Background: an optimization exercise with open tools, aiming at small area, a short achievable clock period and few clock cycles per item. Do not read the settings as production practice. At most, simulation tests tie the RTL to the original design; equivalence was not proved. Power and IR drop assume default switching activity.

v14:
## fifo_hexdump_top
module fifo_hexdump_top #(
    parameter int BOOT_LINES     = 30,
    parameter int USER_LINES     = 8,
    parameter int BYTES_PER_LINE = 16
) (
    input  wire                                  MCLK,
    input  wire                                  rst,
    input  wire                                  buf_wr_en_n,
    input  wire  [fifo_hexdump_pkg::BUF_BIT_AW-1:0] buf_wr_addr,
    input  wire                                  buf_wr_bit,
    input  wire                                  send_boot_n,
    input  wire                                  send_user_n,
    input  wire  [11:0]                          rel_page,
    input  wire                                  fifo_en_n,
    input  wire                                  txe_n,
    output logic [7:0]                           fifo_data,
    output logic                                 wr_n
);
    localparam int MAX_LINES = (BOOT_LINES > USER_LINES) ? BOOT_LINES : USER_LINES;
    logic [fifo_hexdump_pkg::BUF_BYTE_AW-1:0] rd_addr;
    logic [7:0]                               rd_data;
    logic                                     go;
    logic                                     adv;
    logic [7:0]                               ch;
    sipo_buffer #(
        .NBYTES (MAX_LINES * BYTES_PER_LINE)
    ) u_sipo_buffer (
        .MCLK        (MCLK),
        .buf_wr_en_n (buf_wr_en_n),
        .buf_wr_addr (buf_wr_addr),
        .buf_wr_bit  (buf_wr_bit),
        .rd_addr     (rd_addr),
        .rd_data     (rd_data)
    );
    message_sequencer #(
        .BOOT_LINES     (BOOT_LINES),
        .USER_LINES     (USER_LINES),
        .BYTES_PER_LINE (BYTES_PER_LINE)
    ) u_message_sequencer (
        .MCLK        (MCLK),
        .rst         (rst),
        .send_boot_n (send_boot_n),
        .send_user_n (send_user_n),
        .fifo_en_n   (fifo_en_n),
        .rel_page    (rel_page),
        .rd_addr     (rd_addr),
        .rd_data     (rd_data),
        .adv         (adv),
        .go          (go),
        .ch          (ch)
    );
    fifo_writer u_fifo_writer (
        .MCLK      (MCLK),
        .rst       (rst),
        .go        (go),
        .rel       (send_boot_n && send_user_n),
        .ch        (ch),
        .txe_n     (txe_n),
        .adv       (adv),
        .fifo_data (fifo_data),
  ...
==> flow/config.mk <==
export PLATFORM = sky130hd
export DESIGN_NAME = fifo_hexdump_top
export DESIGN_NICKNAME = fifo_hexdump_top
export VERILOG_FILES = /design/flow/design.v
export SDC_FILE = /design/flow/constraint.sdc
export NUM_CORES = 8
export LEC_CHECK = 0
export ABC_CLOCK_PERIOD_IN_PS = 5000
export CAP_MARGIN = 20
export CORE_MARGIN = 2
export CORE_UTILIZATION = 60
export CTS_CLUSTER_DIAMETER = 80
export CTS_CLUSTER_SIZE = 28
export PLACE_DENSITY = 0.68
export SLEW_MARGIN = 20
export SYNTH_HIERARCHICAL = 1
export SYNTH_MINIMUM_KEEP_SIZE = 0
==> flow/constraint.sdc <==
create_clock -name core_clock -period 25.0 [get_ports {MCLK}]
set_input_delay 5.0000 -clock core_clock [delete_from_list [all_inputs] [get_ports {MCLK}]]
set_output_delay 5.0000 -clock core_clock [all_outputs]
set_load 0.01 [all_outputs]
standard.sh (not shown) runs the stock make flow with config.mk's settings and CLKGATE_MAP_FILE= SYNTH_SCRIPT=/design/flow/synth_recipe.tcl, a recipe that flattens the netlist after the stock synthesis.
==> flow/flow/run.sh <==
#!/bin/bash
# The standard ORFS flow (the standard.sh, unchanged synthesis), with
# the timing repair after CTS and after global routing asked to keep a setup
# margin, so that it works on the paths that set the achieved period, and
# with plain buffers (not delay cells) on the ports.
set -euo pipefail
bash standard.sh SETUP_SLACK_MARGIN=19.0 "BUFFER_PORTS_ARGS=-buffer_cell sky130_fd_sc_hd__buf_2" finish > run_standard.log 2>&1
Testbench counts of v14, summed over its fixed seeds: cycles 57,008, chars 18,976.
What v22 does differently from v14 at the input level:
==> flow/flow/run.sh <==
#!/bin/bash
# The standard ORFS flow (the standard.sh, unchanged synthesis), with the
# timing repair after CTS and after global routing asked to keep a setup
# margin, so that it works on the paths that set the achieved period.
set -euo pipefail
bash standard.sh SETUP_SLACK_MARGIN=19.0 finish > run_standard.log 2>&1
### Flow results
- Detailed-router iteration count before antenna repair ends up higher on v14.
- On source-to-sink clock delay at the later pin of the worst-skew pair, v14 and v22 are neck and neck.
- Final cell count: v22 vs v14 — no meaningful difference
- There was hardly any difference in final clock period utilization by the worst path between v14 and v22.
- On register-to-register slack: between v14 and v22, it ends up higher for v14.
- The cell area after layout on v22 is in line with that on v14.
- v22 ended with more net switching power than v14.
- When v22 is measured against v14, its shortest clock period the worst path allows after layout turns out 0.031 ns higher.

========
## west
Another version of the RTL of fifo_hexdump_top (not shown whole).
Size: ~7200 cells after synthesis, about 140000 um2 of cells after synthesis.
==> flow/config.mk <==
export PLATFORM = sky130hd
export DESIGN_NAME = fifo_hexdump_top
export DESIGN_NICKNAME = fifo_hexdump_top
export VERILOG_FILES = /design/flow/design.v
export SDC_FILE = /design/flow/constraint.sdc
export NUM_CORES = 8
export LEC_CHECK = 0
export ABC_CLOCK_PERIOD_IN_PS = 5000
export CAP_MARGIN = 20
export CORE_MARGIN = 2
export CORE_UTILIZATION = 62
export CTS_CLUSTER_DIAMETER = 80
export CTS_CLUSTER_SIZE = 28
export PLACE_DENSITY = 0.7
export SLEW_MARGIN = 20
export SYNTH_HIERARCHICAL = 1
export SYNTH_MINIMUM_KEEP_SIZE = 0
==> flow/constraint.sdc <==
create_clock -name core_clock -period 25.0 [get_ports {MCLK}]
set_input_delay 5.0000 -clock core_clock [delete_from_list [all_inputs] [get_ports {MCLK}]]
set_output_delay 5.0000 -clock core_clock [all_outputs]
set_load 0.01 [all_outputs]
==> flow/flow/run.sh <==
#!/bin/bash
# The standard ORFS flow (the standard.sh, unchanged synthesis), with the
# timing repair after CTS and after global routing asked to keep a setup
# margin, so that it works on the paths that set the achieved period.
set -euo pipefail
bash standard.sh SETUP_SLACK_MARGIN=19.0 finish > run_standard.log 2>&1
The flow did not stop early for west: all stages ran, and the layout cleared the timing, DRC and antenna checks.
Testbench counts of west, summed over its fixed seeds: cycles 57,008, chars 18,976.
Changes in north relative to west:
Settings: CTS_CLUSTER_DIAMETER now 120, was 80; CORE_UTILIZATION now 70, was 62; PLACE_DENSITY now 0.78, was 0.7; CTS_CLUSTER_SIZE now 26, was 28.
Findings:
A endpoint of the most critical setup path of wr_n is what west shows, while fifo_data[6] belongs to north.
Between west and north, the flow reports clock-buffer cell count increasing by a few percent.
Final wirelength was higher in west than in north.
| utilization | north vs west | 8.0 points higher |

========
## job 9165
fifo_hexdump_top, a different RTL version from the one above (not shown whole).
Size: ~16000 cells after synthesis, ~0.14 mm² of cells after synthesis.
export LEC_CHECK = 0
export ABC_CLOCK_PERIOD_IN_PS = 5000
export CAP_MARGIN = 20
export CORE_MARGIN = 2
export CORE_UTILIZATION = 60
export CTS_CLUSTER_DIAMETER = 80
export CTS_CLUSTER_SIZE = 28
export PLACE_DENSITY = 0.68
export SLEW_MARGIN = 20
export SYNTH_HIERARCHICAL = 1
export SYNTH_MINIMUM_KEEP_SIZE = 0
create_clock -name core_clock -period 25.0 [get_ports {MCLK}]
Scripts as last shown in full above: flow/flow/run.sh
Looking at the reports, job 9165 completed the entire flow and the layout it produced met the timing, DRC and antenna checks.
Testbench counts of job 9165, summed over its fixed seeds: cycles 57,008, chars 18,976.
#### Input delta (job 8047 over job 9165)
--- a/flow/config.mk
+++ b/flow/config.mk
@@ -10,6 +10,6 @@
 export CORE_MARGIN = 2
-export CORE_UTILIZATION = 60
+export CORE_UTILIZATION = 70
 export CTS_CLUSTER_DIAMETER = 80
 export CTS_CLUSTER_SIZE = 28
-export PLACE_DENSITY = 0.68
+export PLACE_DENSITY = 0.78
 export SLEW_MARGIN = 20
## What came out
- Job 8047 gives less final cell count than job 9165 did.
- Note that the non-clock buffer count recorded for job 9165 amounts to 0.878 times the value seen in job 8047.
- Going from job 9165 to job 8047, number of cells after detailed placement fell 478, die height shrank by 36 µm.
- Between job 8047 and job 9165, the final net count figures differ only marginally.
- ~same worst hold slack in job 9165 and job 8047
- Job 8047 finished every step from synthesis to the final layout, and the layout passed the timing, DRC and antenna checks.
- Part of the cycle the worst path needs delta (job 8047 -> job 9165): insignificant
- Compared to job 9165, job 8047 has cell area about 0.32% lower.

========
Another version of the RTL of fifo_hexdump_top (not shown whole).
Size in the first run: ~7100 cells after synthesis, ~42 I/O pins, roughly 140000 um^2 of cells after synthesis.
==> flow/config.mk <==
export PLATFORM = sky130hd
export DESIGN_NAME = fifo_hexdump_top
export DESIGN_NICKNAME = fifo_hexdump_top
export VERILOG_FILES = /design/flow/design.v
export SDC_FILE = /design/flow/constraint.sdc
export NUM_CORES = 8
export LEC_CHECK = 0
export ABC_CLOCK_PERIOD_IN_PS = 5000
export CAP_MARGIN = 40
export CORE_MARGIN = 2
export CORE_UTILIZATION = 55
export CTS_CLUSTER_DIAMETER = 60
export CTS_CLUSTER_SIZE = 30
export PLACE_DENSITY = 0.62
export SLEW_MARGIN = 60
export SYNTH_HIERARCHICAL = 1
export SYNTH_MINIMUM_KEEP_SIZE = 0
==> flow/constraint.sdc <==
create_clock -name core_clock -period 25.0 [get_ports {MCLK}]
set_input_delay 5.0000 -clock core_clock [delete_from_list [all_inputs] [get_ports {MCLK}]]
set_output_delay 5.0000 -clock core_clock [all_outputs]
set_load 0.01 [all_outputs]
Scripts as last shown in full above: flow/flow/run.sh
==> next run, changes <==
--- a/flow/flow/run.sh
+++ b/flow/flow/run.sh
@@ -6 +6 @@
-bash standard.sh SETUP_SLACK_MARGIN=19.0 finish > run_standard.log 2>&1
+bash standard.sh SETUP_SLACK_MARGIN=18.4 finish > run_standard.log 2>&1
Result: Utilization drops by 0.18 points. Final area stays flat. Final cell count goes down by 0.70%. Critical path depth is unchanged. Clock power is higher by about 1%. Total power is about the same. Register-to-register slack gets worse by 0.48 ns.
Function was not checked in any run of this note: the RTL went through the layout flow alone.

========
== main ==
Another version of the RTL of fifo_hexdump_top (not shown whole).
For scale: about 7600 cells after synthesis, ~42 I/O pins.
Settings: LEC_CHECK=0, ABC_CLOCK_PERIOD_IN_PS=5000, CAP_MARGIN=20, CORE_MARGIN=2, CORE_UTILIZATION=70, CTS_CLUSTER_DIAMETER=60, CTS_CLUSTER_SIZE=30, PLACE_DENSITY=0.78, SLEW_MARGIN=20, SYNTH_HIERARCHICAL=1, SYNTH_MINIMUM_KEEP_SIZE=0; clock period 25.0 ns.
==> flow/flow/run.sh <==
#!/bin/bash
# The standard ORFS flow (the standard.sh, unchanged synthesis), with the
# timing repair after CTS and after global routing asked to keep a setup
# margin, so that it works on the paths that set the achieved period.
set -euo pipefail
bash standard.sh SETUP_SLACK_MARGIN=19.0 finish > run_standard.log 2>&1
Testbench counts of main, summed over its fixed seeds: cycles 57,032, chars 18,976.
--- input diff main..the feature branch ---
- CTS_CLUSTER_DIAMETER now 80, was 60
- PLACE_DENSITY now 0.62, was 0.78
- CTS_CLUSTER_SIZE now 28, was 30
- CORE_UTILIZATION now 55, was 70
==> comparison <==
Compared to main, the feature branch has via count 3288 lower. Looking at final period demand of the worst path across both flows, the feature branch is the stronger of the two, with main trailing. Comparing main and the feature branch, the higher number of clock buffer instances in the layout is on main. main leaves less setup margin than the feature branch. Non-clock buffer count (the feature branch vs. main) decreases by a little under 10%. Final worst-path cycle share of the feature branch is on par with main. Sequential cell area share delta for the feature branch relative to main: 0.25 points higher.

========
RTL: one of the versions met above, not the one the previous note started from.
Size: about 15,000 cells after synthesis, ~42 I/O pins.
==> flow/design.v (excerpt) <==
module fifo_hexdump_top #(
    parameter int BOOT_LINES     = 30,
    parameter int USER_LINES     = 8,
    parameter int BYTES_PER_LINE = 16
) (
    input  wire                                  MCLK,
    input  wire                                  rst,
    input  wire                                  buf_wr_en_n,
    input  wire  [fifo_hexdump_pkg::BUF_BIT_AW-1:0] buf_wr_addr,
    input  wire                                  buf_wr_bit,
    input  wire                                  send_boot_n,
    input  wire                                  send_user_n,
    input  wire  [11:0]                          rel_page,
    input  wire                                  fifo_en_n,
    input  wire                                  txe_n,
    output logic [7:0]                           fifo_data,
    output logic                                 wr_n
);
export LEC_CHECK = 0
export ABC_CLOCK_PERIOD_IN_PS = 5000
export CAP_MARGIN = 20
export CORE_MARGIN = 2
export CORE_UTILIZATION = 60
export CTS_CLUSTER_DIAMETER = 80
export CTS_CLUSTER_SIZE = 28
export PLACE_DENSITY = 0.68
export SLEW_MARGIN = 20
export SYNTH_HIERARCHICAL = 1
export SYNTH_MINIMUM_KEEP_SIZE = 0
create_clock -name core_clock -period 25.0 [get_ports {MCLK}]
==> flow/flow/run.sh <==
#!/bin/bash
# The standard ORFS flow (the standard.sh, unchanged synthesis), with
# the timing repair after CTS and after global routing asked to keep a setup
# margin, so that it works on the paths that set the achieved period; with
# resizing free to change a cell's footprint (detailed placement follows
# every repair); and with plain buffers (not delay cells) on the ports.
set -euo pipefail
bash standard.sh SETUP_SLACK_MARGIN=19.3 MATCH_CELL_FOOTPRINT=0 "BUFFER_PORTS_ARGS=-buffer_cell sky130_fd_sc_hd__buf_2" finish > run_standard.log 2>&1
Testbench counts at the start, summed over its fixed seeds: cycles 57,008, chars 18,976.
==> next run, changes <==
==> flow/flow/run.sh (replaced) <==
#!/bin/bash
# The standard ORFS flow (the standard.sh, unchanged synthesis), with
# the timing repair after CTS and after global routing asked to keep a setup
# margin, so that it works on the paths that set the achieved period, and
# with plain buffers (not delay cells) on the ports.
set -euo pipefail
bash standard.sh SETUP_SLACK_MARGIN=19.0 "BUFFER_PORTS_ARGS=-buffer_cell sky130_fd_sc_hd__buf_2" finish > run_standard.log 2>&1
--- a/flow/config.mk
+++ b/flow/config.mk
@@ -10,6 +10,6 @@
 export CORE_MARGIN = 2
 export CORE_UTILIZATION = 60
-export CTS_CLUSTER_DIAMETER = 80
-export CTS_CLUSTER_SIZE = 28
+export CTS_CLUSTER_DIAMETER = 50
+export CTS_CLUSTER_SIZE = 20
 export PLACE_DENSITY = 0.68
 export SLEW_MARGIN = 20
Design area grows by 4.3%; clock skew goes up by 0.023 ns; clock-buffer cell count goes up by 192; setup slack gets worse by 0.068 ns; critical path depth stays the same; routed wire length is lower by 3.6%; global-route usage decreases by 1.3 points; non-clock buffer count went down by 17; combinational power came out lower by about 4%; via count went up by 0.45%.

========
Setup of wip/willow:
Another version of the RTL of fifo_hexdump_top (not shown whole).
Size: roughly 15000 cells after synthesis.
clock: 25.0 ns
lec_check: 0
abc_clock_period_in_ps: 5000
cap_margin: 20
core_margin: 2
core_utilization: 60
cts_cluster_diameter: 80
cts_cluster_size: 28
place_density: 0.68
slew_margin: 20
synth_hierarchical: 1
synth_minimum_keep_size: 0
==> flow/flow/run.sh <==
#!/bin/bash
# The standard ORFS flow (the standard.sh, unchanged synthesis), with
# the timing repair after CTS and after global routing asked to keep a setup
# margin, so that it works on the paths that set the achieved period, and
# with all pins on one edge of the die.
set -euo pipefail
here=$(pwd)
bash standard.sh SETUP_SLACK_MARGIN=19.0 IO_CONSTRAINTS="$here/flow/io.tcl" finish > run_standard.log 2>&1
==> flow/flow/io.tcl <==
# Keep every signal pin on the top edge, so that the control logic, the
# output registers and their port buffers all sit close together.
set_io_pin_constraint -region top:* -pin_names [get_object_name [concat [all_inputs] [all_outputs]]]
As the logs show, wip/willow stopped at 2_1_floorplan after a tool error, so it never reached the end of the flow.
Testbench counts of wip/willow, summed over its fixed seeds: cycles 57,008, chars 18,976.
Inputs modified between wip/willow and wip/onyx:
==> flow/flow/run.sh <==
#!/bin/bash
# The standard ORFS flow (the standard.sh, unchanged synthesis), with the
# timing repair after CTS and after global routing asked to keep a setup
# margin, so that it works on the paths that set the achieved period.
set -euo pipefail
bash standard.sh SETUP_SLACK_MARGIN=19.2 finish > run_standard.log 2>&1
removed: flow/flow/io.tcl
--- outcome ---
Summary across wip/willow and wip/onyx: the single failing run is wip/willow.
wip/willow | ERROR | 2_1_floorplan
Standard-cell row count came out exactly the same in wip/willow and wip/onyx.
Re die extent in x: no difference whatsoever between wip/onyx and wip/willow.
From wip/willow to wip/onyx, net count after synthesis did not move at all.
From wip/onyx to wip/willow, height of the die did not move at all.
Reported for wip/willow and wip/onyx, effective utilization at floorplan turned out identical to the last digit.
Re mean post-synth cell area: no difference whatsoever between wip/willow and wip/onyx.
[compare] base=wip/willow new=wip/onyx: synthesized area stayed essentially flat, synthesized netlist cell count stayed essentially flat.
Setup changes, wip/onyx to wip/yarrow
==> flow/flow/run.sh <==
#!/bin/bash
# The standard ORFS flow (the standard.sh, unchanged synthesis), with the
# timing repair after CTS and after global routing asked to keep a setup
# margin, so that it works on the paths that set the achieved period.
set -euo pipefail
bash standard.sh SETUP_SLACK_MARGIN=19.0 finish > run_standard.log 2>&1
### Flow results
- The higher pre-CTS setup slack came out of wip/yarrow.
- Relative to wip/onyx, met3 routed wirelength has gone down in wip/yarrow.
- As far as sequential power is concerned, wip/yarrow and wip/onyx perform about the same.
- [compare] base=wip/onyx new=wip/yarrow: routed wirelength normalized by instance count went down 2.8%, final worst slack went up 33 ps, final layout net count held.
- In wip/yarrow, final design instance area without fill is lower than in wip/onyx.
- [compare] base=wip/onyx new=wip/yarrow: fraction of layout cells with a size suffix above 1 went down, static leakage power has decreased.
- wip/onyx and wip/yarrow ended up with nearly the same number of combinational gates with multiple inputs.

==> static timing again, ports no longer ideal <==
The results above use ideal ports. As a check the final layouts listed here were re-extracted and re-timed, cells and wires unchanged.
Step 1 (the two cells are an assumption about what drives the block):
set clk [get_ports {MCLK}]
set_driving_cell -lib_cell sky130_fd_sc_hd__clkbuf_16 $clk
set_driving_cell -lib_cell sky130_fd_sc_hd__buf_2 [delete_from_list [all_inputs] $clk]
Step 2 moves the port delays by t, midway between the first and last clock arrival at a register: inputs arrive t later, outputs are due t later. That takes back most of the time a late clock gives input paths.
a / b / c = ideal ports / drivers / drivers and shift; a / b = the first two.
run	t (ns)	slack for setup (ns)	worst setup path after step 2	clock arrival spread, ns	pins driven straight from the clock port
v14	0.943	18.692 / 18.599 / 18.057	input to register	0.039 / 0.039	1
v22	0.957	18.661 / 18.568 / 18.138	input to register	0.039 / 0.040	1
west	0.966	18.650 / 18.546 / 18.195	input to register	0.048 / 0.049	1
north	0.955	18.661 / 18.563 / 18.180	input to register	0.048 / 0.048	1
job 9165	0.955	18.669 / 18.577 / 18.073	input to register	0.041 / 0.041	1
job 8047	0.969	18.677 / 18.578 / 18.216	input to register	0.047 / 0.048	1
the first run of note 4	0.998	18.591 / 18.488 / 18.203	input to register	0.058 / 0.057	1
the second run of note 4	0.988	18.470 / 18.376 / 18.084	input to register	0.099 / 0.099	1
main	0.960	18.681 / 18.586 / 18.128	input to register	0.053 / 0.053	1
the feature branch	0.936	18.697 / 18.607 / 18.164	input to register	0.040 / 0.040	1
the first run of note 6	0.974	18.686 / 18.576 / 18.300	input to register	0.032 / 0.032	1
the second run of note 6	1.035	18.618 / 18.525 / 17.926	input to register	0.055 / 0.055	1
wip/onyx	0.956	18.662 / 18.566 / 18.191	input to register	0.033 / 0.033	1
wip/yarrow	0.946	18.695 / 18.601 / 18.195	input to register	0.039 / 0.039	1
After both steps every run listed still meets setup and hold. For the second run of note 6, which loses most, drivers alone change the setup slack by -0.093 ns; drivers and shift together by -0.692 ns.
